This design comes from an exercise in tuning for small area, a short achievable clock period and few clock cycles on the open sky130 flow, not from production work. Function was not checked in any run shown here: the RTL went through the layout flow alone.

==> flow/design.v, too long to show whole: its modules and the start of the top module <==
// module gcn_sequencer: 27 lines
// module gcn_adjacency: 29 lines
// module gcn_aggregate: 331 lines
// module gcn_transform: 30 lines
// module gcn_wreg: 8 lines
// module gcn_mac: 135 lines
// module gcn_fa: 10 lines
// module gcn_ha: 9 lines
// module gcn_argmax: 33 lines
// module gcn_cls: 181 lines
// module gcn_top: 65 lines
module gcn_top (
    input  logic                                      clk,
    input  logic                                      rst_n,
    input  logic                                      start,
    input  logic [6-1:0][3-1:0]    edge_src,
    input  logic [6-1:0][3-1:0]    edge_dst,
    input  logic [6-1:0][5-1:0]    feat_col,
    input  logic [3-1:0][5-1:0]  weight_row,
    output logic                                      feat_re,
    output logic [4-1:0]                    feat_addr,
    output logic [6-1:0][2-1:0]   y,
    output logic                                      done
);
  // ...
==> flow/run.sh <==
#!/bin/bash
# synth_recipe.tcl (not shown) runs the flow's synth.tcl, then flattens the netlist and writes it again
# the make line also repeats each setting of config.mk as NAME=value (left out here)
make -C /OpenROAD-flow-scripts/flow DESIGN_CONFIG=/design/flow/config.mk WORK_HOME=/design/flow/orfs CLKGATE_MAP_FILE= SYNTH_SCRIPT=/design/flow/synth_recipe.tcl finish
==> flow/config.mk <==
export PLATFORM = sky130hd
export DESIGN_NAME = gcn_top
export DESIGN_NICKNAME = gcn_top
export VERILOG_FILES = /design/flow/design.v
export SDC_FILE = /design/flow/constraint.sdc
export NUM_CORES = 4
export LEC_CHECK = 0
export ABC_CLOCK_PERIOD_IN_PS = 3000
export CAP_MARGIN = 20
export CORE_MARGIN = 2
export CORE_UTILIZATION = 40
export CTS_BUF_LIST = sky130_fd_sc_hd__clkbuf_8
export CTS_CLUSTER_DIAMETER = 60
export CTS_CLUSTER_SIZE = 16
export SETUP_SLACK_MARGIN = 4.3
export SLEW_MARGIN = 20
export SYNTH_HIERARCHICAL = 1
==> flow/constraint.sdc <==
create_clock -name core_clock -period 7.5 [get_ports {clk}]
set_input_delay 1.5000 -clock core_clock [delete_from_list [all_inputs] [get_ports {clk}]]
set_output_delay 1.5000 -clock core_clock [all_outputs]
set_load 0.01 [all_outputs]
==> out/metrics.yaml, run 1 <==
status: "timing/DRC/antenna clean"
multi_input_cells: 3456
grt_pass1_vias: 31691
crit_chain: "ha_4 > a41o_1 > a41o_1 > ha_2 > xor2_2 > nor2_2 > a2111o_1 > o311ai_2 > maj3_2 > o41ai_4 > a211oi_2 > a21o_1"
start_util: 0.4024
core_area_um2: 106800
r2r-start: "i_xfm.g_node[1].g_cls[2].u_mac.pend[2]"
top_regs: "i_xfm.g_node.g_cls.u_mac.acc (216), i_xfm.g_wreg.u_wreg.q (54), i_agg.agg_sum (48)"
met2_usage: 0.3123
crit_path_start_kind: "flop"
tritoncts: "yes"
path_class: "reg -> reg"
detail_route.iter0.violations: 2118
pre_cts_ws_ns: 3.761
grt_setup_unrepaired: "true"
cts.htree.levels: 3
fin_cells: 5898
dpl.hpwl_um: 80850
multi_input_area_share: 0.6616
syn_nets: 5225
slowest_delay_ns: 0.41
n_clock_buffer: 74
diodes: 3
drtPass1Iterations: 7
portBuffers: 100
cp_max_fo: 4
grtUsageTotal: 0.1973
die_y_um: 331.7
required_ns: 7.96
yosysWarnings: 12
clk_path_buf_depth: 3
==> module gcn_transform, before the edit <==
module gcn_transform (
    input  logic                                                      clk,
    input  logic                                                      pre_first,
    input  logic [6-1:0][8-1:0]                     agg_sum,
    input  logic [3-1:1][9-1:0]                    wdiff,
    output logic [6-1:0][3-1:1][18-1:0]   acc,
    output logic [6-1:0][3-1:1][4-1:0]  pend
);
    localparam int WGRP = 2;
    logic [6/WGRP-1:0][3-1:1][9-1:0] wd_q;
    for (genvar g = 0; g < 6 / WGRP; g++) begin : g_wreg
        gcn_wreg u_wreg (
            .clk (clk),
            .d   (wdiff),
            .q   (wd_q[g])
        );
    end
    for (genvar n = 0; n < 6; n++) begin : g_node
        for (genvar c = 1; c < 3; c++) begin : g_cls
            gcn_mac u_mac (
                .clk       (clk),
                .pre_first (pre_first),
                .agg       (agg_sum[n]),
                .wd        (wd_q[n / WGRP][c]),
                .acc       (acc[n][c]),
                .pend      (pend[n][c])
            );
        end
    end
endmodule
==> module gcn_mac, before the edit <==
module gcn_mac (
    input  logic                      clk,
    input  logic                      pre_first,
    input  logic [8-1:0]     agg,
    input  logic [9-1:0]      wd,
    output logic [18-1:0]     acc,
    output logic [4-1:0]    pend
);
    localparam logic [18-1:0] INIT = 18'(90111);
    logic                      first;    
    logic [18-1:0]     acc_in, acc_nxt;
    logic [4-1:0]    pend_in, pend_nxt;
    always_ff @(posedge clk)
        first <= pre_first;
    assign acc_in      = first ? INIT : acc;
    assign pend_in     = first ? '0 : pend;
    assign pend_nxt[0] = 1'b0;
    logic mc_0, mc_1, mc_2, mc_3, mc_4, mc_5, mc_6, mc_7;
    logic mc_8, mc_9, mc_10, mc_11, mc_12, mc_13, mc_14, mc_15;
    logic mc_16, mc_17, mc_18, mc_19, mc_20, mc_21, mc_22, mc_23;
    logic mc_24, mc_25, mc_26, mc_27, mc_28, mc_29, mc_30, mc_31;
    logic mc_32, mc_33, mc_34, mc_35, mc_36, mc_37, mc_38, mc_39;
    logic mc_40, mc_41, mc_42, mc_43, mc_44, mc_45, mc_46, mc_47;
    logic mc_48, mc_49, mc_50, mc_51, mc_52, mc_53, mc_54, mc_55;
    logic mc_56, mc_57, mc_58, mc_59, mc_60, mc_61, mc_62, mc_63;
    logic mc_64, mc_65, mc_66, mc_67, mc_68, mc_69, mc_70, mc_71;
    logic mc_72, mc_73, mc_74, mc_75, mc_76, mc_77, mc_78, mc_79;
    logic mc_80, mc_81, mc_82, mc_83, mc_84, mc_85, mc_86, mc_87;
    logic mc_88, mc_89, mc_90, mc_91, mc_92, mc_93, mc_94, mc_95;
    logic mc_96, mc_97, mc_98, mc_99, mc_100, mc_101, mc_102, mc_103;
    logic mc_104, mc_105, mc_106, mc_107, mc_108, mc_109, mc_110, mc_111;
    logic mc_112, mc_113, mc_114, mc_115, mc_116, mc_117, mc_118, mc_119;
    logic mc_120, mc_121, mc_122, mc_123, mc_124, mc_125, mc_126, mc_127;
    logic mc_128, mc_129, mc_130, mc_131;
    gcn_ha u_mc_0 (.a(acc_in[4]), .b(wd[8]), .s(mc_0), .co(mc_1));
    gcn_ha u_mc_2 (.a(acc_in[5]), .b((((wd[0] & agg[5]) | (wd[1] & agg[4])) ^ wd[2])), .s(mc_2), .co(mc_3));
    gcn_ha u_mc_4 (.a(acc_in[6]), .b((((wd[0] & agg[6]) | (wd[1] & agg[5])) ^ wd[2])), .s(mc_4), .co(mc_5));
    gcn_ha u_mc_6 (.a(acc_in[7]), .b((((wd[0] & agg[7]) | (wd[1] & agg[6])) ^ wd[2])), .s(mc_6), .co(mc_7));
    gcn_ha u_mc_8 (.a(acc_in[8]), .b((((wd[1] & agg[7])) ^ wd[2])), .s(mc_8), .co(mc_9));
    gcn_ha u_mc_10 (.a(acc_in[9]), .b(~wd[2]), .s(mc_10), .co(mc_11));
    gcn_ha u_mc_12 (.a(acc_in[2]), .b(wd[5]), .s(mc_12), .co(mc_13));
    gcn_ha u_mc_14 (.a(acc_in[3]), .b((((wd[0] & agg[3]) | (wd[1] & agg[2])) ^ wd[2])), .s(mc_14), .co(mc_15));
    gcn_fa u_mc_16 (.a((((wd[0] & agg[4]) | (wd[1] & agg[3])) ^ wd[2])), .b((((wd[3] & agg[2]) | (wd[4] & agg[1])) ^ wd[5])), .c((((wd[6] & agg[0])) ^ wd[8])), .s(mc_16), .co(mc_17));
    gcn_fa u_mc_18 (.a((((wd[3] & agg[3]) | (wd[4] & agg[2])) ^ wd[5])), .b((((wd[6] & agg[1]) | (wd[7] & agg[0])) ^ wd[8])), .c(mc_1), .s(mc_18), .co(mc_19));
    gcn_fa u_mc_20 (.a((((wd[3] & agg[4]) | (wd[4] & agg[3])) ^ wd[5])), .b((((wd[6] & agg[2]) | (wd[7] & agg[1])) ^ wd[8])), .c(mc_3), .s(mc_20), .co(mc_21));
    gcn_fa u_mc_22 (.a((((wd[3] & agg[5]) | (wd[4] & agg[4])) ^ wd[5])), .b((((wd[6] & agg[3]) | (wd[7] & agg[2])) ^ wd[8])), .c(mc_5), .s(mc_22), .co(mc_23));
    gcn_fa u_mc_24 (.a((((wd[3] & agg[6]) | (wd[4] & agg[5])) ^ wd[5])), .b((((wd[6] & agg[4]) | (wd[7] & agg[3])) ^ wd[8])), .c(mc_7), .s(mc_24), .co(mc_25));
    gcn_fa u_mc_26 (.a((((wd[3] & agg[7]) | (wd[4] & agg[6])) ^ wd[5])), .b((((wd[6] & agg[5]) | (wd[7] & agg[4])) ^ wd[8])), .c(mc_10), .s(mc_26), .co(mc_27));
    gcn_fa u_mc_28 (.a(acc_in[10]), .b((((wd[4] & agg[7])) ^ wd[5])), .c((((wd[6] & agg[6]) | (wd[7] & agg[5])) ^ wd[8])), .s(mc_28), .co(mc_29));
    gcn_ha u_mc_30 (.a(acc_in[11]), .b(~wd[5]), .s(mc_30), .co(mc_31));
    gcn_ha u_mc_32 (.a((((wd[0] & agg[2]) | (wd[1] & agg[1])) ^ wd[2])), .b((((wd[3] & agg[0])) ^ wd[5])), .s(mc_32), .co(mc_33));
    gcn_fa u_mc_34 (.a((((wd[3] & agg[1]) | (wd[4] & agg[0])) ^ wd[5])), .b(mc_13), .c(mc_14), .s(mc_34), .co(mc_35));
    gcn_fa u_mc_36 (.a(mc_0), .b(mc_15), .c(mc_16), .s(mc_36), .co(mc_37));
    gcn_fa u_mc_38 (.a(mc_2), .b(mc_17), .c(mc_18), .s(mc_38), .co(mc_39));
    gcn_fa u_mc_40 (.a(mc_4), .b(mc_19), .c(mc_20), .s(mc_40), .co(mc_41));
    gcn_fa u_mc_42 (.a(mc_6), .b(mc_21), .c(mc_22), .s(mc_42), .co(mc_43));
    gcn_fa u_mc_44 (.a(mc_8), .b(mc_23), .c(mc_24), .s(mc_44), .co(mc_45));
    gcn_fa u_mc_46 (.a(mc_9), .b(mc_26), .c(mc_25), .s(mc_46), .co(mc_47));
    gcn_fa u_mc_48 (.a(mc_11), .b(mc_28), .c(mc_27), .s(mc_48), .co(mc_49));
    gcn_fa u_mc_50 (.a((((wd[6] & agg[7]) | (wd[7] & agg[6])) ^ wd[8])), .b(mc_30), .c(mc_29), .s(mc_50), .co(mc_51));
    gcn_fa u_mc_52 (.a(acc_in[12]), .b((((wd[7] & agg[7])) ^ wd[8])), .c(mc_31), .s(mc_52), .co(mc_53));
    gcn_ha u_mc_54 (.a(acc_in[13]), .b(~wd[8]), .s(mc_54), .co(mc_55));
    gcn_ha u_mc_56 (.a(acc_in[0]), .b((((wd[0] & agg[0])) ^ wd[2])), .s(mc_56), .co(mc_57));
    gcn_ha u_mc_58 (.a(acc_in[1]), .b((((wd[0] & agg[1]) | (wd[1] & agg[0])) ^ wd[2])), .s(mc_58), .co(mc_59));
    gcn_ha u_mc_60 (.a(mc_32), .b(mc_12), .s(mc_60), .co(mc_61));
    gcn_ha u_mc_62 (.a(mc_33), .b(mc_34), .s(mc_62), .co(mc_63));
    gcn_ha u_mc_64 (.a(mc_35), .b(mc_36), .s(mc_64), .co(mc_65));
    gcn_ha u_mc_66 (.a(mc_37), .b(mc_38), .s(mc_66), .co(mc_67));
    gcn_ha u_mc_85 (.a(mc_39), .b(mc_40), .s(mc_85), .co(mc_86));
    gcn_ha u_mc_87 (.a(mc_41), .b(mc_42), .s(mc_87), .co(mc_88));
    gcn_ha u_mc_89 (.a(mc_43), .b(mc_44), .s(mc_89), .co(mc_90));
    gcn_ha u_mc_98 (.a(mc_45), .b(mc_46), .s(mc_98), .co(mc_99));
    gcn_ha u_mc_100 (.a(mc_47), .b(mc_48), .s(mc_100), .co(mc_101));
    gcn_ha u_mc_102 (.a(mc_49), .b(mc_50), .s(mc_102), .co(mc_103));
    gcn_ha u_mc_111 (.a(mc_51), .b(mc_52), .s(mc_111), .co(mc_112));
    gcn_ha u_mc_113 (.a(mc_53), .b(mc_54), .s(mc_113), .co(mc_114));
    gcn_ha u_mc_115 (.a(mc_55), .b(acc_in[14]), .s(mc_115), .co(mc_116));
    assign mc_68 = mc_57 | (mc_56 & wd[2]);
    assign mc_69 = mc_61 | (mc_60 & mc_59);
    assign mc_70 = mc_60 & mc_58;
    assign mc_71 = mc_65 | (mc_64 & mc_63);
    assign mc_72 = mc_64 & mc_62;
    assign mc_73 = mc_59 | (mc_58 & mc_68);
    assign mc_74 = mc_58 & 1'b0;
    assign mc_75 = mc_69 | (mc_70 & mc_68);
    assign mc_76 = mc_70 & 1'b0;
    assign mc_77 = mc_67 | (mc_66 & mc_71);
    assign mc_78 = mc_66 & mc_72;
    assign mc_79 = mc_63 | (mc_62 & mc_75);
    assign mc_80 = mc_62 & mc_76;
    assign mc_81 = mc_71 | (mc_72 & mc_75);
    assign mc_82 = mc_72 & mc_76;
    assign mc_83 = mc_77 | (mc_78 & mc_75);
    assign mc_84 = mc_78 & mc_76;
    assign acc_nxt[5:0] = {(mc_66 ^ mc_81), (mc_64 ^ mc_79), (mc_62 ^ mc_75), (mc_60 ^ mc_73), (mc_58 ^ mc_68), (mc_56 ^ wd[2])};
    assign pend_nxt[1] = mc_83;
    assign mc_91 = mc_86 | (mc_85 & pend_in[1]);
    assign mc_92 = mc_90 | (mc_89 & mc_88);
    assign mc_93 = mc_89 & mc_87;
    assign mc_94 = mc_88 | (mc_87 & mc_91);
    assign mc_95 = mc_87 & 1'b0;
    assign mc_96 = mc_92 | (mc_93 & mc_91);
    assign mc_97 = mc_93 & 1'b0;
    assign acc_nxt[8:6] = {(mc_89 ^ mc_94), (mc_87 ^ mc_91), (mc_85 ^ pend_in[1])};
    assign pend_nxt[2] = mc_96;
    assign mc_104 = mc_99 | (mc_98 & pend_in[2]);
    assign mc_105 = mc_103 | (mc_102 & mc_101);
    assign mc_106 = mc_102 & mc_100;
    assign mc_107 = mc_101 | (mc_100 & mc_104);
    assign mc_108 = mc_100 & 1'b0;
    assign mc_109 = mc_105 | (mc_106 & mc_104);
    assign mc_110 = mc_106 & 1'b0;
    assign acc_nxt[11:9] = {(mc_102 ^ mc_107), (mc_100 ^ mc_104), (mc_98 ^ pend_in[2])};
    assign pend_nxt[3] = mc_109;
    assign mc_117 = mc_112 | (mc_111 & pend_in[3]);
    assign mc_118 = mc_116 | (mc_115 & mc_114);
    assign mc_119 = mc_115 & mc_113;
    assign mc_120 = acc_in[16] & acc_in[15];
    assign mc_121 = mc_114 | (mc_113 & mc_117);
    assign mc_122 = mc_113 & 1'b0;
    assign mc_123 = mc_118 | (mc_119 & mc_117);
    assign mc_124 = mc_119 & 1'b0;
    assign mc_125 = acc_in[17] & mc_120;
    assign mc_126 = acc_in[15] & mc_123;
    assign mc_127 = acc_in[15] & mc_124;
    assign mc_128 = mc_120 & mc_123;
    assign mc_129 = mc_120 & mc_124;
    assign mc_130 = mc_125 & mc_123;
    assign mc_131 = mc_125 & mc_124;
    assign acc_nxt[17:12] = {(acc_in[17] ^ mc_128), (acc_in[16] ^ mc_126), (acc_in[15] ^ mc_123), (mc_115 ^ mc_121), (mc_113 ^ mc_117), (mc_111 ^ pend_in[3])};
    always_ff @(posedge clk) begin
        acc  <= acc_nxt;
        pend <= pend_nxt;
    end
endmodule
==> inputs of run 2 (changes only) <==
--- a/flow/design.v
+++ b/flow/design.v
@@ -395,7 +395,7 @@
     input  logic [6-1:0][8-1:0]                     agg_sum,
     input  logic [3-1:1][9-1:0]                    wdiff,
     output logic [6-1:0][3-1:1][18-1:0]   acc,
-    output logic [6-1:0][3-1:1][4-1:0]  pend
+    output logic [6-1:0][3-1:1][3-1:0]  pend
 );
     localparam int WGRP = 2;
     logic [6/WGRP-1:0][3-1:1][9-1:0] wd_q;
@@ -433,12 +433,12 @@
     input  logic [8-1:0]     agg,
     input  logic [9-1:0]      wd,
     output logic [18-1:0]     acc,
-    output logic [4-1:0]    pend
+    output logic [3-1:0]    pend
 );
     localparam logic [18-1:0] INIT = 18'(90111);
     logic                      first;    
     logic [18-1:0]     acc_in, acc_nxt;
-    logic [4-1:0]    pend_in, pend_nxt;
+    logic [3-1:0]    pend_in, pend_nxt;
     always_ff @(posedge clk)
         first <= pre_first;
     assign acc_in      = first ? INIT : acc;
@@ -460,103 +460,166 @@
     logic mc_104, mc_105, mc_106, mc_107, mc_108, mc_109, mc_110, mc_111;
     logic mc_112, mc_113, mc_114, mc_115, mc_116, mc_117, mc_118, mc_119;
     logic mc_120, mc_121, mc_122, mc_123, mc_124, mc_125, mc_126, mc_127;
-    logic mc_128, mc_129, mc_130, mc_131;
-    gcn_ha u_mc_0 (.a(acc_in[4]), .b(wd[8]), .s(mc_0), .co(mc_1));
-    gcn_ha u_mc_2 (.a(acc_in[5]), .b((((wd[0] & agg[5]) | (wd[1] & agg[4])) ^ wd[2])), .s(mc_2), .co(mc_3));
-    gcn_ha u_mc_4 (.a(acc_in[6]), .b((((wd[0] & agg[6]) | (wd[1] & agg[5])) ^ wd[2])), .s(mc_4), .co(mc_5));
-    gcn_ha u_mc_6 (.a(acc_in[7]), .b((((wd[0] & agg[7]) | (wd[1] & agg[6])) ^ wd[2])), .s(mc_6), .co(mc_7));
-    gcn_ha u_mc_8 (.a(acc_in[8]), .b((((wd[1] & agg[7])) ^ wd[2])), .s(mc_8), .co(mc_9));
-    gcn_ha u_mc_10 (.a(acc_in[9]), .b(~wd[2]), .s(mc_10), .co(mc_11));
-    gcn_ha u_mc_12 (.a(acc_in[2]), .b(wd[5]), .s(mc_12), .co(mc_13));
-    gcn_ha u_mc_14 (.a(acc_in[3]), .b((((wd[0] & agg[3]) | (wd[1] & agg[2])) ^ wd[2])), .s(mc_14), .co(mc_15));
-    gcn_fa u_mc_16 (.a((((wd[0] & agg[4]) | (wd[1] & agg[3])) ^ wd[2])), .b((((wd[3] & agg[2]) | (wd[4] & agg[1])) ^ wd[5])), .c((((wd[6] & agg[0])) ^ wd[8])), .s(mc_16), .co(mc_17));
-    gcn_fa u_mc_18 (.a((((wd[3] & agg[3]) | (wd[4] & agg[2])) ^ wd[5])), .b((((wd[6] & agg[1]) | (wd[7] & agg[0])) ^ wd[8])), .c(mc_1), .s(mc_18), .co(mc_19));
-    gcn_fa u_mc_20 (.a((((wd[3] & agg[4]) | (wd[4] & agg[3])) ^ wd[5])), .b((((wd[6] & agg[2]) | (wd[7] & agg[1])) ^ wd[8])), .c(mc_3), .s(mc_20), .co(mc_21));
-    gcn_fa u_mc_22 (.a((((wd[3] & agg[5]) | (wd[4] & agg[4])) ^ wd[5])), .b((((wd[6] & agg[3]) | (wd[7] & agg[2])) ^ wd[8])), .c(mc_5), .s(mc_22), .co(mc_23));
-    gcn_fa u_mc_24 (.a((((wd[3] & agg[6]) | (wd[4] & agg[5])) ^ wd[5])), .b((((wd[6] & agg[4]) | (wd[7] & agg[3])) ^ wd[8])), .c(mc_7), .s(mc_24), .co(mc_25));
-    gcn_fa u_mc_26 (.a((((wd[3] & agg[7]) | (wd[4] & agg[6])) ^ wd[5])), .b((((wd[6] & agg[5]) | (wd[7] & agg[4])) ^ wd[8])), .c(mc_10), .s(mc_26), .co(mc_27));
-    gcn_fa u_mc_28 (.a(acc_in[10]), .b((((wd[4] & agg[7])) ^ wd[5])), .c((((wd[6] & agg[6]) | (wd[7] & agg[5])) ^ wd[8])), .s(mc_28), .co(mc_29));
-    gcn_ha u_mc_30 (.a(acc_in[11]), .b(~wd[5]), .s(mc_30), .co(mc_31));
-    gcn_ha u_mc_32 (.a((((wd[0] & agg[2]) | (wd[1] & agg[1])) ^ wd[2])), .b((((wd[3] & agg[0])) ^ wd[5])), .s(mc_32), .co(mc_33));
-    gcn_fa u_mc_34 (.a((((wd[3] & agg[1]) | (wd[4] & agg[0])) ^ wd[5])), .b(mc_13), .c(mc_14), .s(mc_34), .co(mc_35));
-    gcn_fa u_mc_36 (.a(mc_0), .b(mc_15), .c(mc_16), .s(mc_36), .co(mc_37));
-    gcn_fa u_mc_38 (.a(mc_2), .b(mc_17), .c(mc_18), .s(mc_38), .co(mc_39));
-    gcn_fa u_mc_40 (.a(mc_4), .b(mc_19), .c(mc_20), .s(mc_40), .co(mc_41));
-    gcn_fa u_mc_42 (.a(mc_6), .b(mc_21), .c(mc_22), .s(mc_42), .co(mc_43));
-    gcn_fa u_mc_44 (.a(mc_8), .b(mc_23), .c(mc_24), .s(mc_44), .co(mc_45));
-    gcn_fa u_mc_46 (.a(mc_9), .b(mc_26), .c(mc_25), .s(mc_46), .co(mc_47));
-    gcn_fa u_mc_48 (.a(mc_11), .b(mc_28), .c(mc_27), .s(mc_48), .co(mc_49));
-    gcn_fa u_mc_50 (.a((((wd[6] & agg[7]) | (wd[7] & agg[6])) ^ wd[8])), .b(mc_30), .c(mc_29), .s(mc_50), .co(mc_51));
-    gcn_fa u_mc_52 (.a(acc_in[12]), .b((((wd[7] & agg[7])) ^ wd[8])), .c(mc_31), .s(mc_52), .co(mc_53));
-    gcn_ha u_mc_54 (.a(acc_in[13]), .b(~wd[8]), .s(mc_54), .co(mc_55));
-    gcn_ha u_mc_56 (.a(acc_in[0]), .b((((wd[0] & agg[0])) ^ wd[2])), .s(mc_56), .co(mc_57));
-    gcn_ha u_mc_58 (.a(acc_in[1]), .b((((wd[0] & agg[1]) | (wd[1] & agg[0])) ^ wd[2])), .s(mc_58), .co(mc_59));
-    gcn_ha u_mc_60 (.a(mc_32), .b(mc_12), .s(mc_60), .co(mc_61));
-    gcn_ha u_mc_62 (.a(mc_33), .b(mc_34), .s(mc_62), .co(mc_63));
-    gcn_ha u_mc_64 (.a(mc_35), .b(mc_36), .s(mc_64), .co(mc_65));
-    gcn_ha u_mc_66 (.a(mc_37), .b(mc_38), .s(mc_66), .co(mc_67));
-    gcn_ha u_mc_85 (.a(mc_39), .b(mc_40), .s(mc_85), .co(mc_86));
-    gcn_ha u_mc_87 (.a(mc_41), .b(mc_42), .s(mc_87), .co(mc_88));
-    gcn_ha u_mc_89 (.a(mc_43), .b(mc_44), .s(mc_89), .co(mc_90));
-    gcn_ha u_mc_98 (.a(mc_45), .b(mc_46), .s(mc_98), .co(mc_99));
-    gcn_ha u_mc_100 (.a(mc_47), .b(mc_48), .s(mc_100), .co(mc_101));
-    gcn_ha u_mc_102 (.a(mc_49), .b(mc_50), .s(mc_102), .co(mc_103));
-    gcn_ha u_mc_111 (.a(mc_51), .b(mc_52), .s(mc_111), .co(mc_112));
-    gcn_ha u_mc_113 (.a(mc_53), .b(mc_54), .s(mc_113), .co(mc_114));
-    gcn_ha u_mc_115 (.a(mc_55), .b(acc_in[14]), .s(mc_115), .co(mc_116));
-    assign mc_68 = mc_57 | (mc_56 & wd[2]);
-    assign mc_69 = mc_61 | (mc_60 & mc_59);
-    assign mc_70 = mc_60 & mc_58;
-    assign mc_71 = mc_65 | (mc_64 & mc_63);
-    assign mc_72 = mc_64 & mc_62;
-    assign mc_73 = mc_59 | (mc_58 & mc_68);
-    assign mc_74 = mc_58 & 1'b0;
-    assign mc_75 = mc_69 | (mc_70 & mc_68);
-    assign mc_76 = mc_70 & 1'b0;
-    assign mc_77 = mc_67 | (mc_66 & mc_71);
-    assign mc_78 = mc_66 & mc_72;
-    assign mc_79 = mc_63 | (mc_62 & mc_75);
-    assign mc_80 = mc_62 & mc_76;
-    assign mc_81 = mc_71 | (mc_72 & mc_75);
-    assign mc_82 = mc_72 & mc_76;
-    assign mc_83 = mc_77 | (mc_78 & mc_75);
-    assign mc_84 = mc_78 & mc_76;
-    assign acc_nxt[5:0] = {(mc_66 ^ mc_81), (mc_64 ^ mc_79), (mc_62 ^ mc_75), (mc_60 ^ mc_73), (mc_58 ^ mc_68), (mc_56 ^ wd[2])};
-    assign pend_nxt[1] = mc_83;
-    assign mc_91 = mc_86 | (mc_85 & pend_in[1]);
-    assign mc_92 = mc_90 | (mc_89 & mc_88);
-    assign mc_93 = mc_89 & mc_87;
-    assign mc_94 = mc_88 | (mc_87 & mc_91);
-    assign mc_95 = mc_87 & 1'b0;
-    assign mc_96 = mc_92 | (mc_93 & mc_91);
-    assign mc_97 = mc_93 & 1'b0;
-    assign acc_nxt[8:6] = {(mc_89 ^ mc_94), (mc_87 ^ mc_91), (mc_85 ^ pend_in[1])};
-    assign pend_nxt[2] = mc_96;
-    assign mc_104 = mc_99 | (mc_98 & pend_in[2]);
-    assign mc_105 = mc_103 | (mc_102 & mc_101);
-    assign mc_106 = mc_102 & mc_100;
-    assign mc_107 = mc_101 | (mc_100 & mc_104);
-    assign mc_108 = mc_100 & 1'b0;
-    assign mc_109 = mc_105 | (mc_106 & mc_104);
-    assign mc_110 = mc_106 & 1'b0;
-    assign acc_nxt[11:9] = {(mc_102 ^ mc_107), (mc_100 ^ mc_104), (mc_98 ^ pend_in[2])};
-    assign pend_nxt[3] = mc_109;
-    assign mc_117 = mc_112 | (mc_111 & pend_in[3]);
-    assign mc_118 = mc_116 | (mc_115 & mc_114);
-    assign mc_119 = mc_115 & mc_113;
-    assign mc_120 = acc_in[16] & acc_in[15];
-    assign mc_121 = mc_114 | (mc_113 & mc_117);
-    assign mc_122 = mc_113 & 1'b0;
-    assign mc_123 = mc_118 | (mc_119 & mc_117);
-    assign mc_124 = mc_119 & 1'b0;
-    assign mc_125 = acc_in[17] & mc_120;
-    assign mc_126 = acc_in[15] & mc_123;
-    assign mc_127 = acc_in[15] & mc_124;
-    assign mc_128 = mc_120 & mc_123;
-    assign mc_129 = mc_120 & mc_124;
-    assign mc_130 = mc_125 & mc_123;
-    assign mc_131 = mc_125 & mc_124;
-    assign acc_nxt[17:12] = {(acc_in[17] ^ mc_128), (acc_in[16] ^ mc_126), (acc_in[15] ^ mc_123), (mc_115 ^ mc_121), (mc_113 ^ mc_117), (mc_111 ^ pend_in[3])};
+    logic mc_128, mc_129, mc_130, mc_131, mc_132, mc_133, mc_134, mc_135;
+    logic mc_136, mc_137, mc_138, mc_139, mc_140, mc_141, mc_142, mc_143;
+    logic mc_144, mc_145, mc_146, mc_147, mc_148, mc_149, mc_150, mc_151;
+    gcn_xor2 u_mc_0 (.a(acc_in[4]), .b(wd[8]), .y(mc_0));
+    assign mc_1 = acc_in[4] & wd[8];
+    gcn_xor2 u_mc_2 (.a(acc_in[5]), .b((((wd[0] & agg[5]) | (wd[1] & agg[4])) ^ wd[2])), .y(mc_2));
+    assign mc_3 = acc_in[5] & (((wd[0] & agg[5]) | (wd[1] & agg[4])) ^ wd[2]);
+    gcn_xor2 u_mc_4 (.a(acc_in[6]), .b((((wd[0] & agg[6]) | (wd[1] & agg[5])) ^ wd[2])), .y(mc_4));
+    assign mc_5 = acc_in[6] & (((wd[0] & agg[6]) | (wd[1] & agg[5])) ^ wd[2]);
+    gcn_xor2 u_mc_6 (.a(acc_in[7]), .b((((wd[0] & agg[7]) | (wd[1] & agg[6])) ^ wd[2])), .y(mc_6));
+    assign mc_7 = acc_in[7] & (((wd[0] & agg[7]) | (wd[1] & agg[6])) ^ wd[2]);
+    gcn_xor2 u_mc_8 (.a(acc_in[8]), .b((((wd[1] & agg[7])) ^ wd[2])), .y(mc_8));
+    assign mc_9 = acc_in[8] & (((wd[1] & agg[7])) ^ wd[2]);
+    gcn_xor2 u_mc_10 (.a(acc_in[9]), .b(~wd[2]), .y(mc_10));
+    assign mc_11 = acc_in[9] & ~wd[2];
+    gcn_xor2 u_mc_12 (.a(acc_in[2]), .b(wd[5]), .y(mc_12));
+    assign mc_13 = acc_in[2] & wd[5];
+    gcn_xor2 u_mc_14 (.a(acc_in[3]), .b((((wd[0] & agg[3]) | (wd[1] & agg[2])) ^ wd[2])), .y(mc_14));
+    assign mc_15 = acc_in[3] & (((wd[0] & agg[3]) | (wd[1] & agg[2])) ^ wd[2]);
+    gcn_xor2 u_mc_18 (.a((((wd[0] & agg[4]) | (wd[1] & agg[3])) ^ wd[2])), .b((((wd[3] & agg[2]) | (wd[4] & agg[1])) ^ wd[5])), .y(mc_18));
+    gcn_xor2 u_mc_16 (.a(mc_18), .b((((wd[6] & agg[0])) ^ wd[8])), .y(mc_16));
+    gcn_maj3 u_mc_17 (.a((((wd[0] & agg[4]) | (wd[1] & agg[3])) ^ wd[2])), .b((((wd[3] & agg[2]) | (wd[4] & agg[1])) ^ wd[5])), .c((((wd[6] & agg[0])) ^ wd[8])), .y(mc_17));
+    gcn_xor2 u_mc_21 (.a((((wd[3] & agg[3]) | (wd[4] & agg[2])) ^ wd[5])), .b((((wd[6] & agg[1]) | (wd[7] & agg[0])) ^ wd[8])), .y(mc_21));
+    gcn_xor2 u_mc_19 (.a(mc_21), .b(mc_1), .y(mc_19));
+    gcn_maj3 u_mc_20 (.a((((wd[3] & agg[3]) | (wd[4] & agg[2])) ^ wd[5])), .b((((wd[6] & agg[1]) | (wd[7] & agg[0])) ^ wd[8])), .c(mc_1), .y(mc_20));
+    gcn_xor2 u_mc_24 (.a((((wd[3] & agg[4]) | (wd[4] & agg[3])) ^ wd[5])), .b((((wd[6] & agg[2]) | (wd[7] & agg[1])) ^ wd[8])), .y(mc_24));
+    gcn_xor2 u_mc_22 (.a(mc_24), .b(mc_3), .y(mc_22));
+    gcn_maj3 u_mc_23 (.a((((wd[3] & agg[4]) | (wd[4] & agg[3])) ^ wd[5])), .b((((wd[6] & agg[2]) | (wd[7] & agg[1])) ^ wd[8])), .c(mc_3), .y(mc_23));
+    gcn_xor2 u_mc_27 (.a((((wd[3] & agg[5]) | (wd[4] & agg[4])) ^ wd[5])), .b((((wd[6] & agg[3]) | (wd[7] & agg[2])) ^ wd[8])), .y(mc_27));
+    gcn_xor2 u_mc_25 (.a(mc_27), .b(mc_5), .y(mc_25));
+    gcn_maj3 u_mc_26 (.a((((wd[3] & agg[5]) | (wd[4] & agg[4])) ^ wd[5])), .b((((wd[6] & agg[3]) | (wd[7] & agg[2])) ^ wd[8])), .c(mc_5), .y(mc_26));
+    gcn_xor2 u_mc_30 (.a((((wd[3] & agg[6]) | (wd[4] & agg[5])) ^ wd[5])), .b((((wd[6] & agg[4]) | (wd[7] & agg[3])) ^ wd[8])), .y(mc_30));
+    gcn_xor2 u_mc_28 (.a(mc_30), .b(mc_7), .y(mc_28));
+    gcn_maj3 u_mc_29 (.a((((wd[3] & agg[6]) | (wd[4] & agg[5])) ^ wd[5])), .b((((wd[6] & agg[4]) | (wd[7] & agg[3])) ^ wd[8])), .c(mc_7), .y(mc_29));
+    gcn_xor2 u_mc_33 (.a((((wd[3] & agg[7]) | (wd[4] & agg[6])) ^ wd[5])), .b((((wd[6] & agg[5]) | (wd[7] & agg[4])) ^ wd[8])), .y(mc_33));
+    gcn_xor2 u_mc_31 (.a(mc_33), .b(mc_10), .y(mc_31));
+    gcn_maj3 u_mc_32 (.a((((wd[3] & agg[7]) | (wd[4] & agg[6])) ^ wd[5])), .b((((wd[6] & agg[5]) | (wd[7] & agg[4])) ^ wd[8])), .c(mc_10), .y(mc_32));
+    gcn_xor2 u_mc_36 (.a(acc_in[10]), .b((((wd[4] & agg[7])) ^ wd[5])), .y(mc_36));
+    gcn_xor2 u_mc_34 (.a(mc_36), .b((((wd[6] & agg[6]) | (wd[7] & agg[5])) ^ wd[8])), .y(mc_34));
+    gcn_maj3 u_mc_35 (.a(acc_in[10]), .b((((wd[4] & agg[7])) ^ wd[5])), .c((((wd[6] & agg[6]) | (wd[7] & agg[5])) ^ wd[8])), .y(mc_35));
+    gcn_xor2 u_mc_37 (.a(acc_in[11]), .b(~wd[5]), .y(mc_37));
+    assign mc_38 = acc_in[11] & ~wd[5];
+    gcn_xor2 u_mc_39 (.a((((wd[0] & agg[2]) | (wd[1] & agg[1])) ^ wd[2])), .b((((wd[3] & agg[0])) ^ wd[5])), .y(mc_39));
+    assign mc_40 = (((wd[0] & agg[2]) | (wd[1] & agg[1])) ^ wd[2]) & (((wd[3] & agg[0])) ^ wd[5]);
+    gcn_xor2 u_mc_43 (.a((((wd[3] & agg[1]) | (wd[4] & agg[0])) ^ wd[5])), .b(mc_13), .y(mc_43));
+    gcn_xor2 u_mc_41 (.a(mc_43), .b(mc_14), .y(mc_41));
+    gcn_maj3 u_mc_42 (.a((((wd[3] & agg[1]) | (wd[4] & agg[0])) ^ wd[5])), .b(mc_13), .c(mc_14), .y(mc_42));
+    gcn_xor2 u_mc_46 (.a(mc_0), .b(mc_15), .y(mc_46));
+    gcn_xor2 u_mc_44 (.a(mc_46), .b(mc_16), .y(mc_44));
+    gcn_maj3 u_mc_45 (.a(mc_0), .b(mc_15), .c(mc_16), .y(mc_45));
+    gcn_xor2 u_mc_49 (.a(mc_2), .b(mc_17), .y(mc_49));
+    gcn_xor2 u_mc_47 (.a(mc_49), .b(mc_19), .y(mc_47));
+    gcn_maj3 u_mc_48 (.a(mc_2), .b(mc_17), .c(mc_19), .y(mc_48));
+    gcn_xor2 u_mc_52 (.a(mc_4), .b(mc_20), .y(mc_52));
+    gcn_xor2 u_mc_50 (.a(mc_52), .b(mc_22), .y(mc_50));
+    gcn_maj3 u_mc_51 (.a(mc_4), .b(mc_20), .c(mc_22), .y(mc_51));
+    gcn_xor2 u_mc_55 (.a(mc_6), .b(mc_23), .y(mc_55));
+    gcn_xor2 u_mc_53 (.a(mc_55), .b(mc_25), .y(mc_53));
+    gcn_maj3 u_mc_54 (.a(mc_6), .b(mc_23), .c(mc_25), .y(mc_54));
+    gcn_xor2 u_mc_58 (.a(mc_8), .b(mc_26), .y(mc_58));
+    gcn_xor2 u_mc_56 (.a(mc_58), .b(mc_28), .y(mc_56));
+    gcn_maj3 u_mc_57 (.a(mc_8), .b(mc_26), .c(mc_28), .y(mc_57));
+    gcn_xor2 u_mc_61 (.a(mc_9), .b(mc_31), .y(mc_61));
+    gcn_xor2 u_mc_59 (.a(mc_61), .b(mc_29), .y(mc_59));
+    gcn_maj3 u_mc_60 (.a(mc_9), .b(mc_31), .c(mc_29), .y(mc_60));
+    gcn_xor2 u_mc_64 (.a(mc_11), .b(mc_34), .y(mc_64));
+    gcn_xor2 u_mc_62 (.a(mc_64), .b(mc_32), .y(mc_62));
+    gcn_maj3 u_mc_63 (.a(mc_11), .b(mc_34), .c(mc_32), .y(mc_63));
+    gcn_xor2 u_mc_67 (.a((((wd[6] & agg[7]) | (wd[7] & agg[6])) ^ wd[8])), .b(mc_37), .y(mc_67));
+    gcn_xor2 u_mc_65 (.a(mc_67), .b(mc_35), .y(mc_65));
+    gcn_maj3 u_mc_66 (.a((((wd[6] & agg[7]) | (wd[7] & agg[6])) ^ wd[8])), .b(mc_37), .c(mc_35), .y(mc_66));
+    gcn_xor2 u_mc_70 (.a(acc_in[12]), .b((((wd[7] & agg[7])) ^ wd[8])), .y(mc_70));
+    gcn_xor2 u_mc_68 (.a(mc_70), .b(mc_38), .y(mc_68));
+    gcn_maj3 u_mc_69 (.a(acc_in[12]), .b((((wd[7] & agg[7])) ^ wd[8])), .c(mc_38), .y(mc_69));
+    gcn_xor2 u_mc_71 (.a(acc_in[13]), .b(~wd[8]), .y(mc_71));
+    assign mc_72 = acc_in[13] & ~wd[8];
+    gcn_xor2 u_mc_73 (.a(acc_in[0]), .b((((wd[0] & agg[0])) ^ wd[2])), .y(mc_73));
+    assign mc_74 = acc_in[0] & (((wd[0] & agg[0])) ^ wd[2]);
+    gcn_xor2 u_mc_75 (.a(acc_in[1]), .b((((wd[0] & agg[1]) | (wd[1] & agg[0])) ^ wd[2])), .y(mc_75));
+    assign mc_76 = acc_in[1] & (((wd[0] & agg[1]) | (wd[1] & agg[0])) ^ wd[2]);
+    gcn_xor2 u_mc_77 (.a(mc_39), .b(mc_12), .y(mc_77));
+    assign mc_78 = mc_39 & mc_12;
+    gcn_xor2 u_mc_79 (.a(mc_40), .b(mc_41), .y(mc_79));
+    assign mc_80 = mc_40 & mc_41;
+    gcn_xor2 u_mc_81 (.a(mc_42), .b(mc_44), .y(mc_81));
+    assign mc_82 = mc_42 & mc_44;
+    gcn_xor2 u_mc_83 (.a(mc_45), .b(mc_47), .y(mc_83));
+    assign mc_84 = mc_45 & mc_47;
+    gcn_xor2 u_mc_102 (.a(mc_48), .b(mc_50), .y(mc_102));
+    assign mc_103 = mc_48 & mc_50;
+    gcn_xor2 u_mc_104 (.a(mc_51), .b(mc_53), .y(mc_104));
+    assign mc_105 = mc_51 & mc_53;
+    gcn_xor2 u_mc_106 (.a(mc_54), .b(mc_56), .y(mc_106));
+    assign mc_107 = mc_54 & mc_56;
+    gcn_xor2 u_mc_108 (.a(mc_57), .b(mc_59), .y(mc_108));
+    assign mc_109 = mc_57 & mc_59;
+    gcn_xor2 u_mc_110 (.a(mc_60), .b(mc_62), .y(mc_110));
+    assign mc_111 = mc_60 & mc_62;
+    gcn_xor2 u_mc_112 (.a(mc_63), .b(mc_65), .y(mc_112));
+    assign mc_113 = mc_63 & mc_65;
+    gcn_xor2 u_mc_131 (.a(mc_66), .b(mc_68), .y(mc_131));
+    assign mc_132 = mc_66 & mc_68;
+    gcn_xor2 u_mc_133 (.a(mc_69), .b(mc_71), .y(mc_133));
+    assign mc_134 = mc_69 & mc_71;
+    gcn_xor2 u_mc_135 (.a(mc_72), .b(acc_in[14]), .y(mc_135));
+    assign mc_136 = mc_72 & acc_in[14];
+    assign mc_85 = mc_74 | (mc_73 & wd[2]);
+    assign mc_86 = mc_78 | (mc_77 & mc_76);
+    assign mc_87 = mc_77 & mc_75;
+    assign mc_88 = mc_82 | (mc_81 & mc_80);
+    assign mc_89 = mc_81 & mc_79;
+    assign mc_90 = mc_76 | (mc_75 & mc_85);
+    assign mc_91 = mc_75 & 1'b0;
+    assign mc_92 = mc_86 | (mc_87 & mc_85);
+    assign mc_93 = mc_87 & 1'b0;
+    assign mc_94 = mc_84 | (mc_83 & mc_88);
+    assign mc_95 = mc_83 & mc_89;
+    assign mc_96 = mc_80 | (mc_79 & mc_92);
+    assign mc_97 = mc_79 & mc_93;
+    assign mc_98 = mc_88 | (mc_89 & mc_92);
+    assign mc_99 = mc_89 & mc_93;
+    assign mc_100 = mc_94 | (mc_95 & mc_92);
+    assign mc_101 = mc_95 & mc_93;
+    assign acc_nxt[5:0] = {(mc_83 ^ mc_98), (mc_81 ^ mc_96), (mc_79 ^ mc_92), (mc_77 ^ mc_90), (mc_75 ^ mc_85), (mc_73 ^ wd[2])};
+    assign pend_nxt[1] = mc_100;
+    assign mc_114 = mc_103 | (mc_102 & pend_in[1]);
+    assign mc_115 = mc_107 | (mc_106 & mc_105);
+    assign mc_116 = mc_106 & mc_104;
+    assign mc_117 = mc_111 | (mc_110 & mc_109);
+    assign mc_118 = mc_110 & mc_108;
+    assign mc_119 = mc_105 | (mc_104 & mc_114);
+    assign mc_120 = mc_104 & 1'b0;
+    assign mc_121 = mc_115 | (mc_116 & mc_114);
+    assign mc_122 = mc_116 & 1'b0;
+    assign mc_123 = mc_113 | (mc_112 & mc_117);
+    assign mc_124 = mc_112 & mc_118;
+    assign mc_125 = mc_109 | (mc_108 & mc_121);
+    assign mc_126 = mc_108 & mc_122;
+    assign mc_127 = mc_117 | (mc_118 & mc_121);
+    assign mc_128 = mc_118 & mc_122;
+    assign mc_129 = mc_123 | (mc_124 & mc_121);
+    assign mc_130 = mc_124 & mc_122;
+    assign acc_nxt[11:6] = {(mc_112 ^ mc_127), (mc_110 ^ mc_125), (mc_108 ^ mc_121), (mc_106 ^ mc_119), (mc_104 ^ mc_114), (mc_102 ^ pend_in[1])};
+    assign pend_nxt[2] = mc_129;
+    assign mc_137 = mc_132 | (mc_131 & pend_in[2]);
+    assign mc_138 = mc_136 | (mc_135 & mc_134);
+    assign mc_139 = mc_135 & mc_133;
+    assign mc_140 = acc_in[16] & acc_in[15];
+    assign mc_141 = mc_134 | (mc_133 & mc_137);
+    assign mc_142 = mc_133 & 1'b0;
+    assign mc_143 = mc_138 | (mc_139 & mc_137);
+    assign mc_144 = mc_139 & 1'b0;
+    assign mc_145 = acc_in[17] & mc_140;
+    assign mc_146 = acc_in[15] & mc_143;
+    assign mc_147 = acc_in[15] & mc_144;
+    assign mc_148 = mc_140 & mc_143;
+    assign mc_149 = mc_140 & mc_144;
+    assign mc_150 = mc_145 & mc_143;
+    assign mc_151 = mc_145 & mc_144;
+    assign acc_nxt[17:12] = {(acc_in[17] ^ mc_148), (acc_in[16] ^ mc_146), (acc_in[15] ^ mc_143), (mc_135 ^ mc_141), (mc_133 ^ mc_137), (mc_131 ^ pend_in[2])};
     always_ff @(posedge clk) begin
         acc  <= acc_nxt;
         pend <= pend_nxt;
@@ -572,6 +635,21 @@
     assign s  = a ^ b ^ c;
     assign co = (a & b) | (c & (a ^ b));
 endmodule
+module gcn_xor2 (
+    input  logic a,
+    input  logic b,
+    output logic y
+);
+    assign y = a ^ b;
+endmodule
+module gcn_maj3 (
+    input  logic a,
+    input  logic b,
+    input  logic c,
+    output logic y
+);
+    assign y = (a & b) | (a & c) | (b & c);
+endmodule
 module gcn_ha (
     input  logic a,
     input  logic b,
@@ -588,7 +666,7 @@
     input  logic                                                      accept,
     input  logic                                                      last_cyc,
     input  logic [6-1:0][3-1:1][18-1:0]   acc,
-    input  logic [6-1:0][3-1:1][4-1:0]  pend,
+    input  logic [6-1:0][3-1:1][3-1:0]  pend,
     output logic [6-1:0][2-1:0]                   y,
     output logic                                                      done
 );
@@ -618,8 +696,8 @@
 module gcn_cls (
     input  logic [18-1:0]   acc1,
     input  logic [18-1:0]   acc2,
-    input  logic [4-1:0]  pend1,
-    input  logic [4-1:0]  pend2,
+    input  logic [3-1:0]  pend1,
+    input  logic [3-1:0]  pend2,
     output logic [2-1:0] y
 );
     logic [18-1:0] e1, e2;
@@ -641,157 +719,148 @@
     logic am_112, am_113, am_114, am_115, am_116, am_117, am_118, am_119;
     logic am_120, am_121, am_122, am_123, am_124, am_125, am_126, am_127;
     logic am_128, am_129, am_130, am_131, am_132, am_133, am_134, am_135;
-    logic am_136, am_137, am_138, am_139, am_140, am_141, am_142, am_143;
-    logic am_144, am_145, am_146, am_147, am_148, am_149, am_150, am_151;
+    logic am_136, am_137, am_138, am_139, am_140, am_141;
     gcn_ha u_am_0 (.a(acc1[6]), .b(pend1[1]), .s(am_0), .co(am_1));
-    gcn_ha u_am_2 (.a(acc1[9]), .b(pend1[2]), .s(am_2), .co(am_3));
-    gcn_ha u_am_4 (.a(acc1[12]), .b(pend1[3]), .s(am_4), .co(am_5));
-    gcn_ha u_am_41 (.a(acc2[6]), .b(pend2[1]), .s(am_41), .co(am_42));
-    gcn_ha u_am_43 (.a(acc2[9]), .b(pend2[2]), .s(am_43), .co(am_44));
-    gcn_ha u_am_45 (.a(acc2[12]), .b(pend2[3]), .s(am_45), .co(am_46));
-    assign am_6 = acc1[8] & acc1[7];
-    assign am_7 = acc1[10] & am_3;
-    assign am_8 = acc1[10] & am_2;
-    assign am_9 = am_4 & acc1[11];
-    assign am_10 = acc1[14] & acc1[13];
-    assign am_11 = acc1[16] & acc1[15];
-    assign am_12 = acc1[7] & am_1;
-    assign am_13 = acc1[7] & 1'b0;
-    assign am_14 = am_6 & am_1;
-    assign am_15 = am_6 & 1'b0;
-    assign am_16 = acc1[11] & am_7;
-    assign am_17 = acc1[11] & am_8;
-    assign am_18 = am_5 | (am_9 & am_7);
-    assign am_19 = am_9 & am_8;
-    assign am_20 = acc1[15] & am_10;
-    assign am_21 = am_11 & am_10;
-    assign am_22 = am_3 | (am_2 & am_14);
-    assign am_23 = am_2 & am_15;
-    assign am_24 = am_7 | (am_8 & am_14);
-    assign am_25 = am_8 & am_15;
-    assign am_26 = am_16 | (am_17 & am_14);
-    assign am_27 = am_17 & am_15;
-    assign am_28 = am_18 | (am_19 & am_14);
-    assign am_29 = am_19 & am_15;
-    assign am_30 = acc1[17] & am_21;
-    assign am_31 = acc1[13] & am_28;
-    assign am_32 = acc1[13] & am_29;
-    assign am_33 = am_10 & am_28;
-    assign am_34 = am_10 & am_29;
-    assign am_35 = am_20 & am_28;
-    assign am_36 = am_20 & am_29;
-    assign am_37 = am_21 & am_28;
-    assign am_38 = am_21 & am_29;
-    assign am_39 = am_30 & am_28;
-    assign am_40 = am_30 & am_29;
-    assign e1 = {(acc1[17] ^ am_37), (acc1[16] ^ am_35), (acc1[15] ^ am_33), (acc1[14] ^ am_31), (acc1[13] ^ am_28), (am_4 ^ am_26), (acc1[11] ^ am_24), (acc1[10] ^ am_22), (am_2 ^ am_14), (acc1[8] ^ am_12), (acc1[7] ^ am_1), am_0, acc1[5], acc1[4], acc1[3], acc1[2], acc1[1], acc1[0]};
-    assign am_47 = acc2[8] & acc2[7];
-    assign am_48 = acc2[10] & am_44;
-    assign am_49 = acc2[10] & am_43;
-    assign am_50 = am_45 & acc2[11];
-    assign am_51 = acc2[14] & acc2[13];
-    assign am_52 = acc2[16] & acc2[15];
-    assign am_53 = acc2[7] & am_42;
-    assign am_54 = acc2[7] & 1'b0;
-    assign am_55 = am_47 & am_42;
-    assign am_56 = am_47 & 1'b0;
-    assign am_57 = acc2[11] & am_48;
-    assign am_58 = acc2[11] & am_49;
-    assign am_59 = am_46 | (am_50 & am_48);
-    assign am_60 = am_50 & am_49;
-    assign am_61 = acc2[15] & am_51;
-    assign am_62 = am_52 & am_51;
-    assign am_63 = am_44 | (am_43 & am_55);
-    assign am_64 = am_43 & am_56;
-    assign am_65 = am_48 | (am_49 & am_55);
-    assign am_66 = am_49 & am_56;
-    assign am_67 = am_57 | (am_58 & am_55);
-    assign am_68 = am_58 & am_56;
-    assign am_69 = am_59 | (am_60 & am_55);
-    assign am_70 = am_60 & am_56;
-    assign am_71 = acc2[17] & am_62;
-    assign am_72 = acc2[13] & am_69;
-    assign am_73 = acc2[13] & am_70;
-    assign am_74 = am_51 & am_69;
-    assign am_75 = am_51 & am_70;
-    assign am_76 = am_61 & am_69;
-    assign am_77 = am_61 & am_70;
-    assign am_78 = am_62 & am_69;
-    assign am_79 = am_62 & am_70;
-    assign am_80 = am_71 & am_69;
-    assign am_81 = am_71 & am_70;
-    assign e2 = {(acc2[17] ^ am_78), (acc2[16] ^ am_76), (acc2[15] ^ am_74), (acc2[14] ^ am_72), (acc2[13] ^ am_69), (am_45 ^ am_67), (acc2[11] ^ am_65), (acc2[10] ^ am_63), (am_43 ^ am_55), (acc2[8] ^ am_53), (acc2[7] ^ am_42), am_41, acc2[5], acc2[4], acc2[3], acc2[2], acc2[1], acc2[0]};
-    assign am_82 = e2[0] & ~e1[0];
-    assign am_83 = e2[0] | ~e1[0];
-    assign am_84 = e2[1] & ~e1[1];
-    assign am_85 = e2[1] | ~e1[1];
-    assign am_86 = e2[2] & ~e1[2];
-    assign am_87 = e2[2] | ~e1[2];
-    assign am_88 = e2[3] & ~e1[3];
-    assign am_89 = e2[3] | ~e1[3];
-    assign am_90 = e2[4] & ~e1[4];
-    assign am_91 = e2[4] | ~e1[4];
-    assign am_92 = e2[5] & ~e1[5];
-    assign am_93 = e2[5] | ~e1[5];
-    assign am_94 = e2[6] & ~e1[6];
-    assign am_95 = e2[6] | ~e1[6];
-    assign am_96 = e2[7] & ~e1[7];
-    assign am_97 = e2[7] | ~e1[7];
-    assign am_98 = e2[8] & ~e1[8];
-    assign am_99 = e2[8] | ~e1[8];
-    assign am_100 = e2[9] & ~e1[9];
-    assign am_101 = e2[9] | ~e1[9];
-    assign am_102 = e2[10] & ~e1[10];
-    assign am_103 = e2[10] | ~e1[10];
-    assign am_104 = e2[11] & ~e1[11];
-    assign am_105 = e2[11] | ~e1[11];
-    assign am_106 = e2[12] & ~e1[12];
-    assign am_107 = e2[12] | ~e1[12];
-    assign am_108 = e2[13] & ~e1[13];
-    assign am_109 = e2[13] | ~e1[13];
-    assign am_110 = e2[14] & ~e1[14];
-    assign am_111 = e2[14] | ~e1[14];
-    assign am_112 = e2[15] & ~e1[15];
-    assign am_113 = e2[15] | ~e1[15];
-    assign am_114 = e2[16] & ~e1[16];
-    assign am_115 = e2[16] | ~e1[16];
-    assign am_116 = e2[17] & ~e1[17];
-    assign am_117 = e2[17] | ~e1[17];
-    assign am_118 = am_84 | (am_85 & am_82);
-    assign am_119 = am_85 & am_83;
-    assign am_120 = am_88 | (am_89 & am_86);
-    assign am_121 = am_89 & am_87;
-    assign am_122 = am_92 | (am_93 & am_90);
-    assign am_123 = am_93 & am_91;
-    assign am_124 = am_96 | (am_97 & am_94);
-    assign am_125 = am_97 & am_95;
-    assign am_126 = am_100 | (am_101 & am_98);
-    assign am_127 = am_101 & am_99;
-    assign am_128 = am_104 | (am_105 & am_102);
-    assign am_129 = am_105 & am_103;
-    assign am_130 = am_108 | (am_109 & am_106);
-    assign am_131 = am_109 & am_107;
-    assign am_132 = am_112 | (am_113 & am_110);
-    assign am_133 = am_113 & am_111;
-    assign am_134 = am_116 | (am_117 & am_114);
-    assign am_135 = am_117 & am_115;
-    assign am_136 = am_120 | (am_121 & am_118);
-    assign am_137 = am_121 & am_119;
-    assign am_138 = am_124 | (am_125 & am_122);
-    assign am_139 = am_125 & am_123;
-    assign am_140 = am_128 | (am_129 & am_126);
-    assign am_141 = am_129 & am_127;
-    assign am_142 = am_132 | (am_133 & am_130);
-    assign am_143 = am_133 & am_131;
-    assign am_144 = am_138 | (am_139 & am_136);
-    assign am_145 = am_139 & am_137;
-    assign am_146 = am_142 | (am_143 & am_140);
-    assign am_147 = am_143 & am_141;
-    assign am_148 = am_146 | (am_147 & am_144);
-    assign am_149 = am_147 & am_145;
-    assign am_150 = am_134 | (am_135 & am_148);
-    assign am_151 = am_135 & am_149;
-    assign gt21 = ~(e2[17] ^ ~e1[17] ^ am_150);
+    gcn_ha u_am_2 (.a(acc1[12]), .b(pend1[2]), .s(am_2), .co(am_3));
+    gcn_ha u_am_36 (.a(acc2[6]), .b(pend2[1]), .s(am_36), .co(am_37));
+    gcn_ha u_am_38 (.a(acc2[12]), .b(pend2[2]), .s(am_38), .co(am_39));
+    assign am_4 = acc1[8] & acc1[7];
+    assign am_5 = acc1[10] & acc1[9];
+    assign am_6 = am_2 & acc1[11];
+    assign am_7 = acc1[14] & acc1[13];
+    assign am_8 = acc1[16] & acc1[15];
+    assign am_9 = acc1[7] & am_1;
+    assign am_10 = acc1[7] & 1'b0;
+    assign am_11 = am_4 & am_1;
+    assign am_12 = am_4 & 1'b0;
+    assign am_13 = acc1[11] & am_5;
+    assign am_14 = am_6 & am_5;
+    assign am_15 = acc1[15] & am_7;
+    assign am_16 = am_8 & am_7;
+    assign am_17 = acc1[9] & am_11;
+    assign am_18 = acc1[9] & am_12;
+    assign am_19 = am_5 & am_11;
+    assign am_20 = am_5 & am_12;
+    assign am_21 = am_13 & am_11;
+    assign am_22 = am_13 & am_12;
+    assign am_23 = am_3 | (am_14 & am_11);
+    assign am_24 = am_14 & am_12;
+    assign am_25 = acc1[17] & am_16;
+    assign am_26 = acc1[13] & am_23;
+    assign am_27 = acc1[13] & am_24;
+    assign am_28 = am_7 & am_23;
+    assign am_29 = am_7 & am_24;
+    assign am_30 = am_15 & am_23;
+    assign am_31 = am_15 & am_24;
+    assign am_32 = am_16 & am_23;
+    assign am_33 = am_16 & am_24;
+    assign am_34 = am_25 & am_23;
+    assign am_35 = am_25 & am_24;
+    assign e1 = {(acc1[17] ^ am_32), (acc1[16] ^ am_30), (acc1[15] ^ am_28), (acc1[14] ^ am_26), (acc1[13] ^ am_23), (am_2 ^ am_21), (acc1[11] ^ am_19), (acc1[10] ^ am_17), (acc1[9] ^ am_11), (acc1[8] ^ am_9), (acc1[7] ^ am_1), am_0, acc1[5], acc1[4], acc1[3], acc1[2], acc1[1], acc1[0]};
+    assign am_40 = acc2[8] & acc2[7];
+    assign am_41 = acc2[10] & acc2[9];
+    assign am_42 = am_38 & acc2[11];
+    assign am_43 = acc2[14] & acc2[13];
+    assign am_44 = acc2[16] & acc2[15];
+    assign am_45 = acc2[7] & am_37;
+    assign am_46 = acc2[7] & 1'b0;
+    assign am_47 = am_40 & am_37;
+    assign am_48 = am_40 & 1'b0;
+    assign am_49 = acc2[11] & am_41;
+    assign am_50 = am_42 & am_41;
+    assign am_51 = acc2[15] & am_43;
+    assign am_52 = am_44 & am_43;
+    assign am_53 = acc2[9] & am_47;
+    assign am_54 = acc2[9] & am_48;
+    assign am_55 = am_41 & am_47;
+    assign am_56 = am_41 & am_48;
+    assign am_57 = am_49 & am_47;
+    assign am_58 = am_49 & am_48;
+    assign am_59 = am_39 | (am_50 & am_47);
+    assign am_60 = am_50 & am_48;
+    assign am_61 = acc2[17] & am_52;
+    assign am_62 = acc2[13] & am_59;
+    assign am_63 = acc2[13] & am_60;
+    assign am_64 = am_43 & am_59;
+    assign am_65 = am_43 & am_60;
+    assign am_66 = am_51 & am_59;
+    assign am_67 = am_51 & am_60;
+    assign am_68 = am_52 & am_59;
+    assign am_69 = am_52 & am_60;
+    assign am_70 = am_61 & am_59;
+    assign am_71 = am_61 & am_60;
+    assign e2 = {(acc2[17] ^ am_68), (acc2[16] ^ am_66), (acc2[15] ^ am_64), (acc2[14] ^ am_62), (acc2[13] ^ am_59), (am_38 ^ am_57), (acc2[11] ^ am_55), (acc2[10] ^ am_53), (acc2[9] ^ am_47), (acc2[8] ^ am_45), (acc2[7] ^ am_37), am_36, acc2[5], acc2[4], acc2[3], acc2[2], acc2[1], acc2[0]};
+    assign am_72 = e2[0] & ~e1[0];
+    assign am_73 = e2[0] | ~e1[0];
+    assign am_74 = e2[1] & ~e1[1];
+    assign am_75 = e2[1] | ~e1[1];
+    assign am_76 = e2[2] & ~e1[2];
+    assign am_77 = e2[2] | ~e1[2];
+    assign am_78 = e2[3] & ~e1[3];
+    assign am_79 = e2[3] | ~e1[3];
+    assign am_80 = e2[4] & ~e1[4];
+    assign am_81 = e2[4] | ~e1[4];
+    assign am_82 = e2[5] & ~e1[5];
+    assign am_83 = e2[5] | ~e1[5];
+    assign am_84 = e2[6] & ~e1[6];
+    assign am_85 = e2[6] | ~e1[6];
+    assign am_86 = e2[7] & ~e1[7];
+    assign am_87 = e2[7] | ~e1[7];
+    assign am_88 = e2[8] & ~e1[8];
+    assign am_89 = e2[8] | ~e1[8];
+    assign am_90 = e2[9] & ~e1[9];
+    assign am_91 = e2[9] | ~e1[9];
+    assign am_92 = e2[10] & ~e1[10];
+    assign am_93 = e2[10] | ~e1[10];
+    assign am_94 = e2[11] & ~e1[11];
+    assign am_95 = e2[11] | ~e1[11];
+    assign am_96 = e2[12] & ~e1[12];
+    assign am_97 = e2[12] | ~e1[12];
+    assign am_98 = e2[13] & ~e1[13];
+    assign am_99 = e2[13] | ~e1[13];
+    assign am_100 = e2[14] & ~e1[14];
+    assign am_101 = e2[14] | ~e1[14];
+    assign am_102 = e2[15] & ~e1[15];
+    assign am_103 = e2[15] | ~e1[15];
+    assign am_104 = e2[16] & ~e1[16];
+    assign am_105 = e2[16] | ~e1[16];
+    assign am_106 = e2[17] & ~e1[17];
+    assign am_107 = e2[17] | ~e1[17];
+    assign am_108 = am_74 | (am_75 & am_72);
+    assign am_109 = am_75 & am_73;
+    assign am_110 = am_78 | (am_79 & am_76);
+    assign am_111 = am_79 & am_77;
+    assign am_112 = am_82 | (am_83 & am_80);
+    assign am_113 = am_83 & am_81;
+    assign am_114 = am_86 | (am_87 & am_84);
+    assign am_115 = am_87 & am_85;
+    assign am_116 = am_90 | (am_91 & am_88);
+    assign am_117 = am_91 & am_89;
+    assign am_118 = am_94 | (am_95 & am_92);
+    assign am_119 = am_95 & am_93;
+    assign am_120 = am_98 | (am_99 & am_96);
+    assign am_121 = am_99 & am_97;
+    assign am_122 = am_102 | (am_103 & am_100);
+    assign am_123 = am_103 & am_101;
+    assign am_124 = am_106 | (am_107 & am_104);
+    assign am_125 = am_107 & am_105;
+    assign am_126 = am_110 | (am_111 & am_108);
+    assign am_127 = am_111 & am_109;
+    assign am_128 = am_114 | (am_115 & am_112);
+    assign am_129 = am_115 & am_113;
+    assign am_130 = am_118 | (am_119 & am_116);
+    assign am_131 = am_119 & am_117;
+    assign am_132 = am_122 | (am_123 & am_120);
+    assign am_133 = am_123 & am_121;
+    assign am_134 = am_128 | (am_129 & am_126);
+    assign am_135 = am_129 & am_127;
+    assign am_136 = am_132 | (am_133 & am_130);
+    assign am_137 = am_133 & am_131;
+    assign am_138 = am_136 | (am_137 & am_134);
+    assign am_139 = am_137 & am_135;
+    assign am_140 = am_124 | (am_125 & am_138);
+    assign am_141 = am_125 & am_139;
+    assign gt21 = ~(e2[17] ^ ~e1[17] ^ am_140);
     assign gt10 = ~e1[17];
     assign gt20 = ~e2[17];
     assign y    = gt10 ? (gt21 ? 2'd2 : 2'd1) : (gt20 ? 2'd2 : 2'd0);
@@ -817,7 +886,7 @@
     logic [6-1:0][8-1:0]                    agg_sum;
     logic [3-1:1][9-1:0]                   wdiff;
     logic [6-1:0][3-1:1][18-1:0]  acc;
-    logic [6-1:0][3-1:1][4-1:0] pend;
+    logic [6-1:0][3-1:1][3-1:0] pend;
     gcn_sequencer i_seq (
         .clk       (clk),
         .rst_n     (rst_n),
--- a/flow/config.mk
+++ b/flow/config.mk
@@ -12,6 +12,7 @@
 export CTS_BUF_LIST = sky130_fd_sc_hd__clkbuf_8
 export CTS_CLUSTER_DIAMETER = 60
 export CTS_CLUSTER_SIZE = 16
-export SETUP_SLACK_MARGIN = 4.3
+export PLACE_DENSITY = 0.75
+export SETUP_SLACK_MARGIN = 4.2
 export SLEW_MARGIN = 20
 export SYNTH_HIERARCHICAL = 1
==> run 2 against run 1 <==
Compared with the run above: critical path depth shrank 11; still clean; wire length shrank 0.80%; highest routed layer unchanged; non-clock buffer count shrank 63; setup slack lost 0.034 ns; critical path type is now reg -> out; largest cell class unchanged.
==> out/metrics.yaml, run 2 <==
dr_wl_met2_um: 52430  # was 50800 µm
slowest_delay_ns: 0.56  # was 0.41 ns
required_ns: 6.00  # was 7.96 ns
die_w_um: 337.9  # was 331.7 µm
grtUsageTotal: 0.1876  # was 0.1973
tritoncts: "yes"  # unchanged
drt_wl_total_um: 112600  # was 113500 µm
core_area_um2: 110700  # was 106800 µm²
detail_route.iter0.violations: 2578  # was 2118
grt_pass1_vias: 34850  # was 31691
fin_tns_setup_ns: 0  # unchanged
path_class: "reg -> out"  # was reg -> reg
portBuffers: 100  # unchanged
status: "timing/DRC/antenna clean"  # unchanged
yosysWarnings: 12  # unchanged
dpl.hpwl_um: 82870  # was 80850 µm
slew_headroom: 0.3076  # was 0.3157
holdBufCountCts: 0  # unchanged
crit_path_start_kind: "flop"  # unchanged
syn_nets: 5231  # was 5225
start_util: 0.4029  # was 0.4024
drc: 0  # unchanged
fin_cells: 6417  # was 5898
worst_pin_slew_ns: 1.039  # was 1.027 ns
crit_family: "buffers and inverters"  # was compound AO/OA/AOI/OAI gates
fmax_mhz: 310.3  # was 313.7 MHz
via_per_inst: 5.566  # was 5.483
crit_path_end_kind: "output port"  # was flop
top_regs: "i_xfm.g_node.g_cls.u_mac.acc (216), i_xfm.g_wreg.u_wreg.q (54), i_agg.agg_sum (48)"  # unchanged
finalWeightedCongestion: 0.9669  # was 0.9949
drtPass1Iterations: 6  # was 7
crit_chain: "clkdlybuf4s50_1"  # was ha_4 > a41o_1 > a41o_1 > ha_2 > xor2_2 > nor2_2 > a2111o_1 > o311ai_2 > maj3_2 > o41ai_4 > a211oi_2 > a21o_1
grt_setup_unrepaired: "true"  # unchanged
cp_max_fo: 5  # was 4
top_layer_used: "met5"  # unchanged
die_y_um: 337.9  # was 331.7 µm
largest_reg_flops: 216  # unchanged
nets: 5269  # was 5355
clk_path_buf_depth: 3  # unchanged
setup_viol: 0  # unchanged
r2r-start: "i_xfm.g_node[2].g_cls[1].u_mac.first"  # was i_xfm.g_node[1].g_cls[2].u_mac.pend[2]
cts.htree.levels: 2  # was 3
clkTransAtPathRegs_ns: 0.10  # about the same
syn_area_per_cell_um2: 9.201  # was 9.975 µm²
areaGrowthSynthToFinish_pct: 9.181  # was 14.09%
rows: 122  # was 120
==> run 2: cell count changes in the layout (fill, tap and decap cells not counted), moves of 21 or more <==
cell,before,now
ha_1,555,266
and2_1,8,140
or2_1,7,169
fa_2,25,0
o211ai_1,31,7
o21bai_1,33,9
a22o_1,100,142
nor2_1,145,100
xor2_1,43,780
buf_4,141,91
or2_2,205,15
ha_2,21,0
maj3_2,12,210
fa_1,214,35
==> run 2: final timing paths <==
kind                                                          end  cells past startpoint
hold reg to reg                       i_xfm.g_wreg[0].u_wreg.q[0]                      0
hold / removal                        i_xfm.g_wreg[0].u_wreg.q[0]                      0
min in group asynchronous                            i_seq.cnt[4]                      1
setup / recovery                                     feat_addr[1]                      1
setup reg to reg           i_xfm.g_node[2].g_cls[1].u_mac.acc[10]                     14
max in group asynchronous                            i_seq.cnt[2]                      1
==> run 2: through the flow <==
stage                     cell area, µm²  hold slack, ns  worst slack (ns)  utilization
after floorplan                    44590          0.4101             4.378            -
after global placement             46170          0.4576             3.864       0.4172
after detailed placement           46170          0.4487             3.882       0.4172
after CTS                          47540          0.4640             4.153       0.4295
after global routing               48680          0.4656             4.105       0.4398
final                              48680          0.4666             4.278       0.4399
==> run 2: area by class of cell <==
type                    instances  area (µm²)
multi-input cells            4002       33210
fillers                     10395       61980
diodes                          4       10.01
clock inverters                39       469.2
clock buffers                  56       770.7
repair buffers                215        1999
well taps                    1488        1862
flip-flops and latches        453        9767
inverters                     160       600.6
==> run 2: metal layers <==
| metal | vias up | track usage |
|---|---|---|
| li1 | 17197 | - |
| met1 | 17168 | 0.2353 |
| met2 | 1072 | 0.3159 |
| met3 | 277 | 0.03215 |
| met4 | 6 | 0.08028 |
| met5 | - | 0 |
==> run 2: what timing repair did <==
| action | 4_1_cts | 5_1_grt |
|---|---|---|
| setup buffers | 2 | 90 |
| pin swaps | 0 | 30 |
| resized for setup | 86 | 141 |
| gates cloned | 0 | 0 |
| setup endpoints to repair | 61 | 59 |

-- afterwards: timing with drivers on the ports --
No port has a modelled driver above. Below, the same layouts with a new extraction and two added sets of constraints. Step 1: set_driving_cell puts a clkbuf_16 on clk and a buf_2 on each other input, an assumption about the parent block. Step 2 also shifts input and output timing later by t, the mid clock arrival at the registers, as if the neighbouring blocks saw the same clock. Slacks: ideal / step 1 / step 2; pairs: ideal / step 1.
run	t, ns	setup WS [ns]	worst register clock-pin slew, ns	worst slew at a driven data input, ns	cell pins on the clock port's net
run 1	0.777	4.312 / 4.312 / 3.697	0.10 / 0.10	0.09	1
run 2	0.774	4.278 / 4.206 / 3.744	0.10 / 0.10	0.16	1
After both steps setup and hold are still met in every run listed. The setup slack of run 1, which loses most, moves by 0.000 ns with the drivers and by -0.615 ns with both steps.
